Background: an optimization exercise with open tools, aiming at small area, a short achievable clock period and few clock cycles. Do not read the settings as production practice.
At most, simulation tests tie the RTL to the original design; equivalence was not proved.
Power figures rest on the tool's default switching activity, not on a simulated workload.

==> inputs of trial 61 <==
==> flow/design.v <==
`timescale 1ns/100ps
module priority_queue_top (
    input  logic                  clk,
    input  logic                  reset,
    input  logic                  insert,
    input  logic [32-1:0] insert_data,
    input  logic                  remove,
    output logic                  busy,
    output logic                  full,
    output logic                  empty,
    output logic [32-1:0] data_out,
    output logic                  data_valid
);
    localparam int N = 16;
    localparam int W = 32;
    logic [N-1:0][W-1:0] slot;      
    logic [N-1:0] valid;         
    logic [W-1:0] key_q;         
    logic         ins_q;         
    logic         rem_q;         
    function automatic logic greater(input logic [W-1:0] a, input logic [W-1:0] b);
        logic c;
        c = 1'b0;
        for (int j = 0; j < W; j++) c = (a[j] & ~b[j]) | (a[j] & c) | (~b[j] & c);
        greater = c;
    endfunction
    logic [N-1:0] gt;
    always_comb begin
        for (int i = 0; i < N; i++) gt[i] = !valid[i] || greater(key_q, slot[i]);
    end
    logic [N-1:0] valid_nx;
    always_comb begin
        valid_nx = valid;
        if (ins_q) valid_nx = {valid[N-2:0], 1'b1};
        if (rem_q) valid_nx = {1'b0, valid[N-1:1]};
    end
    wire ins_ok = insert && !full;
    wire rem_ok = remove && !empty;
    logic [N-1:0] s_hold, s_key, s_up, s_dn;
    always_comb begin
        for (int i = 0; i < N; i++) begin
            s_dn[i]   = rem_q;
            s_key[i]  = ins_q && gt[i] && (i == 0 || !gt[i-1]);
            s_up[i]   = ins_q && gt[i] && i != 0 && gt[i-1];
            s_hold[i] = !rem_q && !(ins_q && gt[i]);
        end
    end
    logic [N-1:0][W-1:0] slot_nx;
    always_comb begin
        for (int i = 0; i < N; i++) begin
            slot_nx[i] = ({W{s_hold[i]}} & slot[i]) | ({W{s_key[i]}} & key_q);
            if (i > 0)     slot_nx[i] = slot_nx[i] | ({W{s_up[i]}} & slot[i-1]);
            if (i < N - 1) slot_nx[i] = slot_nx[i] | ({W{s_dn[i]}} & slot[i+1]);
        end
    end
    always_ff @(posedge clk) begin
        key_q <= insert_data;
        slot  <= slot_nx;
    end
    always_ff @(posedge clk) begin
        if (reset) begin
            valid <= '0;
            ins_q <= 1'b0;
            rem_q <= 1'b0;
            full  <= 1'b0;
            empty <= 1'b1;
        end else begin
            valid <= valid_nx;
            ins_q <= ins_ok;
            rem_q <= rem_ok;
            full  <= ins_ok ? valid_nx[N-2] : (!rem_ok && valid_nx[N-1]);
            empty <= !ins_ok && (rem_ok ? !valid_nx[1] : !valid_nx[0]);
        end
    end
    assign busy       = 1'b0;
    assign data_valid = rem_q;
    assign data_out   = slot[0];
endmodule
==> flow/run.sh <==
#!/bin/bash
# synth_recipe.tcl (not shown) runs the flow's synth.tcl, then flattens the netlist and writes it again
# the make line also repeats each setting of config.mk as NAME=value (left out here)
make -C /OpenROAD-flow-scripts/flow DESIGN_CONFIG=/design/flow/config.mk WORK_HOME=/design/flow/orfs CLKGATE_MAP_FILE= SYNTH_SCRIPT=/design/flow/synth_recipe.tcl finish
==> flow/config.mk <==
export PLATFORM = sky130hd
export DESIGN_NAME = priority_queue_top
export DESIGN_NICKNAME = priority_queue_top
export VERILOG_FILES = /design/flow/design.v
export SDC_FILE = /design/flow/constraint.sdc
export NUM_CORES = 4
export LEC_CHECK = 0
export CAP_MARGIN = 20
export CORE_MARGIN = 2
export CORE_UTILIZATION = 55
export PLACE_DENSITY = 0.7
export SETUP_SLACK_MARGIN = 2.5
export SLEW_MARGIN = 20
==> flow/constraint.sdc <==
create_clock -name core_clock -period 6.0 [get_ports {clk}]
set_input_delay 1.2000 -clock core_clock [delete_from_list [all_inputs] [get_ports {clk}]]
set_output_delay 1.2000 -clock core_clock [all_outputs]
set_load 0.01 [all_outputs]
==> inputs of build 51, as changes to trial 61 <==
--- a/flow/design.v
+++ b/flow/design.v
@@ -25,8 +25,22 @@
         greater = c;
     endfunction
-    logic [N-1:0] gt;
+    logic [N-1:0] gt_q;          
+    logic [N-1:0] cmp;           
+    logic         cmp_key;       
+    logic [N-1:0] gt_nx;
     always_comb begin
-        for (int i = 0; i < N; i++) gt[i] = !valid[i] || greater(key_q, slot[i]);
+        cmp_key = greater(insert_data, key_q);
+        for (int i = 0; i < N; i++) cmp[i] = !valid[i] || greater(insert_data, slot[i]);
+        for (int i = 0; i < N; i++) begin
+            if (rem_q) begin
+                gt_nx[i] = (i == N - 1) ? 1'b1 : cmp[(i+1)%N];
+            end else if (ins_q && gt_q[i]) begin
+                gt_nx[i] = (i == 0 || !gt_q[(i+N-1)%N]) ? cmp_key : cmp[(i+N-1)%N];
+            end else begin
+                gt_nx[i] = cmp[i];
+            end
+        end
     end
+    wire [N-1:0] gt = gt_q;
     logic [N-1:0] valid_nx;
     always_comb begin
@@ -55,18 +69,19 @@
     end
     always_ff @(posedge clk) begin
-        key_q <= insert_data;
-        slot  <= slot_nx;
+        key_q     <= insert_data;
+        slot      <= slot_nx;
+        gt_q      <= gt_nx;
     end
     always_ff @(posedge clk) begin
         if (reset) begin
-            valid <= '0;
-            ins_q <= 1'b0;
-            rem_q <= 1'b0;
+            valid     <= '0;
+            ins_q     <= 1'b0;
+            rem_q     <= 1'b0;
             full  <= 1'b0;
             empty <= 1'b1;
         end else begin
-            valid <= valid_nx;
-            ins_q <= ins_ok;
-            rem_q <= rem_ok;
+            valid     <= valid_nx;
+            ins_q     <= ins_ok;
+            rem_q     <= rem_ok;
             full  <= ins_ok ? valid_nx[N-2] : (!rem_ok && valid_nx[N-1]);
             empty <= !ins_ok && (rem_ok ? !valid_nx[1] : !valid_nx[0]);
--- a/flow/config.mk
+++ b/flow/config.mk
@@ -10,4 +10,4 @@
 export CORE_UTILIZATION = 55
 export PLACE_DENSITY = 0.7
-export SETUP_SLACK_MARGIN = 2.5
+export SETUP_SLACK_MARGIN = 3.5
 export SLEW_MARGIN = 20
==> inputs of build 67, as changes to trial 61 <==
--- a/flow/design.v
+++ b/flow/design.v
@@ -19,13 +19,7 @@
     logic         ins_q;         
     logic         rem_q;         
-    function automatic logic greater(input logic [W-1:0] a, input logic [W-1:0] b);
-        logic c;
-        c = 1'b0;
-        for (int j = 0; j < W; j++) c = (a[j] & ~b[j]) | (a[j] & c) | (~b[j] & c);
-        greater = c;
-    endfunction
     logic [N-1:0] gt;
     always_comb begin
-        for (int i = 0; i < N; i++) gt[i] = !valid[i] || greater(key_q, slot[i]);
+        for (int i = 0; i < N; i++) gt[i] = !valid[i] || (key_q > slot[i]);
     end
     logic [N-1:0] valid_nx;
@@ -37,24 +31,14 @@
     wire ins_ok = insert && !full;
     wire rem_ok = remove && !empty;
-    logic [N-1:0] s_hold, s_key, s_up, s_dn;
-    always_comb begin
-        for (int i = 0; i < N; i++) begin
-            s_dn[i]   = rem_q;
-            s_key[i]  = ins_q && gt[i] && (i == 0 || !gt[i-1]);
-            s_up[i]   = ins_q && gt[i] && i != 0 && gt[i-1];
-            s_hold[i] = !rem_q && !(ins_q && gt[i]);
-        end
-    end
-    logic [N-1:0][W-1:0] slot_nx;
-    always_comb begin
-        for (int i = 0; i < N; i++) begin
-            slot_nx[i] = ({W{s_hold[i]}} & slot[i]) | ({W{s_key[i]}} & key_q);
-            if (i > 0)     slot_nx[i] = slot_nx[i] | ({W{s_up[i]}} & slot[i-1]);
-            if (i < N - 1) slot_nx[i] = slot_nx[i] | ({W{s_dn[i]}} & slot[i+1]);
-        end
-    end
     always_ff @(posedge clk) begin
         key_q <= insert_data;
-        slot  <= slot_nx;
+        for (int i = 0; i < N; i++) begin
+            if (rem_q) begin
+                if (i < N - 1) slot[i] <= slot[i+1];
+            end else if (ins_q && gt[i]) begin
+                if (i == 0) slot[i] <= key_q;
+                else slot[i] <= gt[i-1] ? slot[i-1] : key_q;
+            end
+        end
     end
     always_ff @(posedge clk) begin
--- a/flow/config.mk
+++ b/flow/config.mk
@@ -8,6 +8,5 @@
 export CAP_MARGIN = 20
 export CORE_MARGIN = 2
-export CORE_UTILIZATION = 55
-export PLACE_DENSITY = 0.7
-export SETUP_SLACK_MARGIN = 2.5
+export CORE_UTILIZATION = 40
+export PLACE_DENSITY = 0.6
 export SLEW_MARGIN = 20
==> summary.txt <==
The lowest cell area belongs to trial 61, the highest to build 67.
Via count, lowest first: trial 61, build 67, build 51.
Combinational power, highest first: build 51, trial 61, build 67.
Of trial 61 and build 51, trial 61 has the higher count of clock-buffer cells in the layout (gap 9).
Testbench counts of build 67, summed over its fixed seeds: cycles 3,600.
For trial 61 and build 51, only the layout was checked, not whether the RTL still works.

-- port drivers added, routing unchanged --
No port has a modelled driver above. Below, the same layouts with a new extraction and two added sets of constraints.
Step 1, drivers: a clkbuf_16 drives clk and a buf_2 each remaining input, both assumed.
Step 2 also shifts input and output timing later by t, the mid clock arrival at the registers, as if the neighbouring blocks saw the same clock.
a / b / c = no drivers / after step 1 / after step 2; a / b = the first two.
run	t, ns	slack for setup (ns)	latest minus earliest clock arrival (ns)	worst register clock-pin slew, ns
trial 61	0.671	2.493 / 2.493 / 2.493	0.031 / 0.031	0.06 / 0.06
build 51	0.684	2.710 / 2.753 / 2.069	0.025 / 0.024	0.07 / 0.07
build 67	0.710	1.255 / 1.255 / 1.255	0.033 / 0.033	0.07 / 0.07
After both steps every run listed still meets setup and hold. For build 51, which loses most, drivers alone change the setup slack by +0.043 ns; drivers and shift together by -0.641 ns.
